From an optimization exercise on the open Yosys and OpenROAD flow, aimed at small area and a short achievable clock period; shortcuts taken in it are not production practice.
Only simulation tests tie the RTL to the original design; equivalence was not proved.
Power and IR drop assume default switching activity.

tundra:
==> flow/design.v <==
module branch_predictor #(
  parameter  int IDX_BITS = 5,
  localparam int TAG_BITS = 30 - IDX_BITS
) (
  input  logic        clk,
  input  logic        reset,
  input  logic [31:0] if_pc,
  output logic        pred_taken,
  output logic [31:0] pred_next_pc,
  input  logic        ex_valid,
  input  logic        ex_is_branch,
  input  logic        ex_is_jump,
  input  logic [31:0] ex_pc,
  input  logic [31:0] ex_target,
  input  logic        ex_taken
);
  localparam int ENTRIES = 1 << IDX_BITS;
  logic [ENTRIES-1:0]                valid_q;
  logic [ENTRIES-1:0][TAG_BITS-1:0]  tag_q;
  logic [ENTRIES-1:0][31:0]          target_q;
  logic [ENTRIES-1:0]                isj_q;
  logic [ENTRIES-1:0][1:0]           ctr_q;
  logic [IDX_BITS-1:0]               ghr_q;
  logic [IDX_BITS-1:0] if_idx, ex_idx, rd_p, wr_p;
  logic [TAG_BITS-1:0] if_tag, ex_tag;
  logic [ENTRIES-1:0]  if_match;
  logic                if_hit, if_tkn, ex_hit, upd, taken, wr;
  logic [31:0]         if_seq, if_alt;
  logic [1:0]          ex_ctr, ctr_nxt;
  logic                unused;
  assign if_idx = if_pc[IDX_BITS+1:2];
  assign if_tag = if_pc[31:IDX_BITS+2];
  assign ex_idx = ex_pc[IDX_BITS+1:2];
  assign ex_tag = ex_pc[31:IDX_BITS+2];
  assign unused = ^{if_pc[1:0], ex_pc[1:0]};
  assign rd_p   = if_idx ^ ghr_q;
  assign wr_p   = ex_idx ^ ghr_q;
  for (genvar k = 0; k < ENTRIES; k++) begin : g_match
    assign if_match[k] = valid_q[k] && (tag_q[k] == if_tag) && (if_idx == IDX_BITS'(k));
  end
  assign if_hit       = |if_match;
  assign if_tkn       = isj_q[if_idx] || ctr_q[rd_p][1];
  assign if_seq       = if_pc + 32'd4;
  assign if_alt       = if_tkn ? target_q[if_idx] : if_seq;
  assign pred_taken   = if_hit && if_tkn;
  assign pred_next_pc = if_hit ? if_alt : if_seq;
  assign upd     = ex_valid && (ex_is_branch || ex_is_jump);
  assign taken   = ex_is_jump || ex_taken;
  assign ex_hit  = valid_q[ex_idx] && (tag_q[ex_idx] == ex_tag);
  assign wr      = upd && (ex_hit || taken) && !reset;
  assign ex_ctr  = ctr_q[wr_p];
  always_comb begin
    if (ex_is_jump)      ctr_nxt = 2'b11;
    else if (!ex_hit)    ctr_nxt = 2'b10;
    else if (ex_taken)   ctr_nxt = (ex_ctr == 2'b11) ? 2'b11 : ex_ctr + 2'b01;
    else                 ctr_nxt = (ex_ctr == 2'b00) ? 2'b00 : ex_ctr - 2'b01;
  end
  always_ff @(posedge clk) begin
    if (reset)                   ghr_q <= '0;
    else if (upd && !ex_is_jump) ghr_q <= {ghr_q[IDX_BITS-2:0], ex_taken};
  end
  for (genvar k = 0; k < ENTRIES; k++) begin : g_ent
    always_ff @(posedge clk) begin
      if (wr && ex_idx == IDX_BITS'(k)) begin
        tag_q[k]    <= ex_tag;
        target_q[k] <= ex_target;
        isj_q[k]    <= ex_is_jump;
      end
      valid_q[k] <= !reset && (valid_q[k] || (wr && ex_idx == IDX_BITS'(k)));
      if (reset)                               ctr_q[k] <= 2'b01;
      else if (wr && wr_p == IDX_BITS'(k))     ctr_q[k] <= ctr_nxt;
    end
  end
endmodule
clock: 7.5 ns
lec_check: 0
cap_margin: 20
core_margin: 2
core_utilization: 40
cts_buf_list: sky130_fd_sc_hd__clkbuf_8
cts_cluster_diameter: 60
cts_cluster_size: 12
setup_slack_margin: 2
slew_margin: 20
run.sh (not shown) runs the stock make flow with config.mk's settings and CLKGATE_MAP_FILE= SYNTH_SCRIPT=/design/flow/synth_recipe.tcl, a recipe that flattens the netlist after the stock synthesis.
--- input diff tundra..pepper ---
==> flow/flow/run.sh (new file) <==
#!/bin/bash
# Standard layout, with the fetch-side ports (if_pc, pred_next_pc, pred_taken) kept together on
# one edge so the combinational fetch path does not cross the die twice.
set -e
here=$(pwd)
export IO_CONSTRAINTS="$here/flow/io.tcl"
bash standard.sh > "$here/standard.log" 2>&1
==> flow/flow/io.tcl (new file) <==
# fetch-side ports together on the bottom edge, execute-side ports on the top edge
set fetch_pins {}
for {set i 0} {$i < 32} {incr i} {
  lappend fetch_pins "if_pc\[$i\]" "pred_next_pc\[$i\]"
}
lappend fetch_pins pred_taken
set_io_pin_constraint -pin_names $fetch_pins -region bottom:*
==> flow/standard.sh (new file) <==
#!/bin/bash
# synth_recipe.tcl (not shown) runs the flow's synth.tcl, then flattens the netlist and writes it again
# the make line also repeats each setting of config.mk as NAME=value (left out here)
make -C /OpenROAD-flow-scripts/flow DESIGN_CONFIG=/design/flow/config.mk WORK_HOME=/design/flow/orfs CLKGATE_MAP_FILE= SYNTH_SCRIPT=/design/flow/synth_recipe.tcl "${@:-finish}"
diff --git a/flow/config.mk b/flow/config.mk
--- a/flow/config.mk
+++ b/flow/config.mk
@@ -9,3 +9,3 @@
 export CORE_MARGIN = 2
-export CORE_UTILIZATION = 40
+export CORE_UTILIZATION = 50
 export CTS_BUF_LIST = sky130_fd_sc_hd__clkbuf_8
@@ -13,3 +13,3 @@
 export CTS_CLUSTER_SIZE = 12
-export SETUP_SLACK_MARGIN = 2
+export SETUP_SLACK_MARGIN = 2.2
 export SLEW_MARGIN = 20
removed: flow/run.sh
Findings:
Summary — overall die height, pepper relative to tundra: lower, by about 10%.
~same power in pepper and tundra
Compared with tundra, pepper shows area of all placed cells without fillers that has gone down by a few percent.
The via density per instance in pepper is 1.06 times that in tundra.
tundra vs pepper, highest-delay cell along the critical path: sky130_fd_sc_hd__a211oi_4 vs sky130_fd_sc_hd__nor2_1
The lower met3 capacity usage during global routing of pepper and tundra is in pepper.
Summary of pepper over tundra: routed wire length went down by 2.2%, switching power as a share of total power went up by 0.23 points, number of antenna violations at the first check in global routing went down by 4.
Relative to pepper, the following input files were edited for violet:
==> flow/run.sh (new file) <==
#!/bin/bash
# synth_recipe.tcl (not shown) runs the flow's synth.tcl, then flattens the netlist and writes it again
# the make line also repeats each setting of config.mk as NAME=value (left out here)
make -C /OpenROAD-flow-scripts/flow DESIGN_CONFIG=/design/flow/config.mk WORK_HOME=/design/flow/orfs CLKGATE_MAP_FILE= SYNTH_SCRIPT=/design/flow/synth_recipe.tcl finish
removed: flow/flow/run.sh
removed: flow/flow/io.tcl
removed: flow/standard.sh
## What came out
pepper was routed with more vias than violet. Between pepper and violet, combinational fraction of design power decreased. On critical path depth: violet sits above pepper. There was hardly any difference in overall power of the completed layout between violet and pepper. | power density over the cells | lower: pepper |. Taking pepper as the reference point, the area added between synthesis and finish of violet falls by 0.29 points. Global-route met3 utilization (higher): violet. Compared with pepper, violet shows share of total power in the clock network higher by 0.2 points. Summary of violet over pepper: global-route wire length before repair shows a reduction of about 1.3%, wire length shows a reduction of 5700 microns, max-slew headroom at the worst pin shows an increase of 3.4 points.
Edits applied to the flow inputs when going from violet to delta:
==> flow/flow/run.sh (new file) <==
#!/bin/bash
# Standard layout, with two changes:
#  - the fetch-side ports (if_pc, pred_next_pc, pred_taken) are kept together on one edge so the
#    combinational fetch path does not cross the die twice;
#  - clock tree synthesis without dummy balancing loads, in clusters of up to 16 sinks.
set -e
here=$(pwd)
export IO_CONSTRAINTS="$here/flow/io.tcl"
export CTS_ARGS="-sink_clustering_enable -repair_clock_nets -sink_clustering_size 16 -sink_clustering_max_diameter 70 -buf_list sky130_fd_sc_hd__clkbuf_8 -dont_use_dummy_load"
bash standard.sh > "$here/standard.log" 2>&1
==> flow/flow/io.tcl (new file) <==
# fetch-side ports together on the bottom edge, execute-side ports on the top edge
set fetch_pins {}
for {set i 0} {$i < 32} {incr i} {
  lappend fetch_pins "if_pc\[$i\]" "pred_next_pc\[$i\]"
}
lappend fetch_pins pred_taken
set_io_pin_constraint -pin_names $fetch_pins -region bottom:*
==> flow/standard.sh (new file) <==
#!/bin/bash
# synth_recipe.tcl (not shown) runs the flow's synth.tcl, then flattens the netlist and writes it again
# the make line also repeats each setting of config.mk as NAME=value (left out here)
make -C /OpenROAD-flow-scripts/flow DESIGN_CONFIG=/design/flow/config.mk WORK_HOME=/design/flow/orfs CLKGATE_MAP_FILE= SYNTH_SCRIPT=/design/flow/synth_recipe.tcl "${@:-finish}"
diff --git a/flow/config.mk b/flow/config.mk
--- a/flow/config.mk
+++ b/flow/config.mk
@@ -9,6 +9,7 @@
 export CORE_MARGIN = 2
-export CORE_UTILIZATION = 50
+export CORE_UTILIZATION = 60
 export CTS_BUF_LIST = sky130_fd_sc_hd__clkbuf_8
-export CTS_CLUSTER_DIAMETER = 60
-export CTS_CLUSTER_SIZE = 12
+export CTS_CLUSTER_DIAMETER = 70
+export CTS_CLUSTER_SIZE = 16
+export PLACE_DENSITY = 0.75
 export SETUP_SLACK_MARGIN = 2.2
removed: flow/run.sh
Results
On relative area change from synthesis to final layout: between delta and violet, it ends up lower for delta.
Total met2 wirelength after detailed routing (violet / delta): 1.09
For delta, the termination of the worst setup path was pred_next_pc[16], unlike violet, where it was pred_next_pc[27].
delta vs. violet: TritonCTS buffer count now smaller; combinational power now smaller.

==> re-timing with driven ports <==
The flow's constraints put no driver on any port. The routed layouts listed below were extracted and timed again, unchanged, in two steps. Step 1: set_driving_cell puts a clkbuf_16 on clk and a buf_2 on each other input, an assumption about the parent block. Step 2 times the ports against the registers' clock, not the clock port: input delays grow and output delays shrink by t, the midpoint of the rising clock arrivals with the driver on. Slacks: ideal / step 1 / step 2; pairs: ideal / step 1.
run	t (ns)	setup slack, ns	worst setup path at the end	worst register clock-pin slew, ns
tundra	1.076	1.405 / 1.239 / 0.908	input to register	0.10 / 0.10
pepper	1.079	1.510 / 1.308 / 1.033	input to register	0.10 / 0.10
violet	1.087	1.448 / 1.357 / 1.125	input to register	0.09 / 0.09
delta	0.948	1.429 / 1.139 / 0.940	input to register	0.11 / 0.11
After both steps setup and hold are still met in every run listed. The setup slack of tundra, which loses most, moves by -0.166 ns with the drivers and by -0.497 ns with both steps.
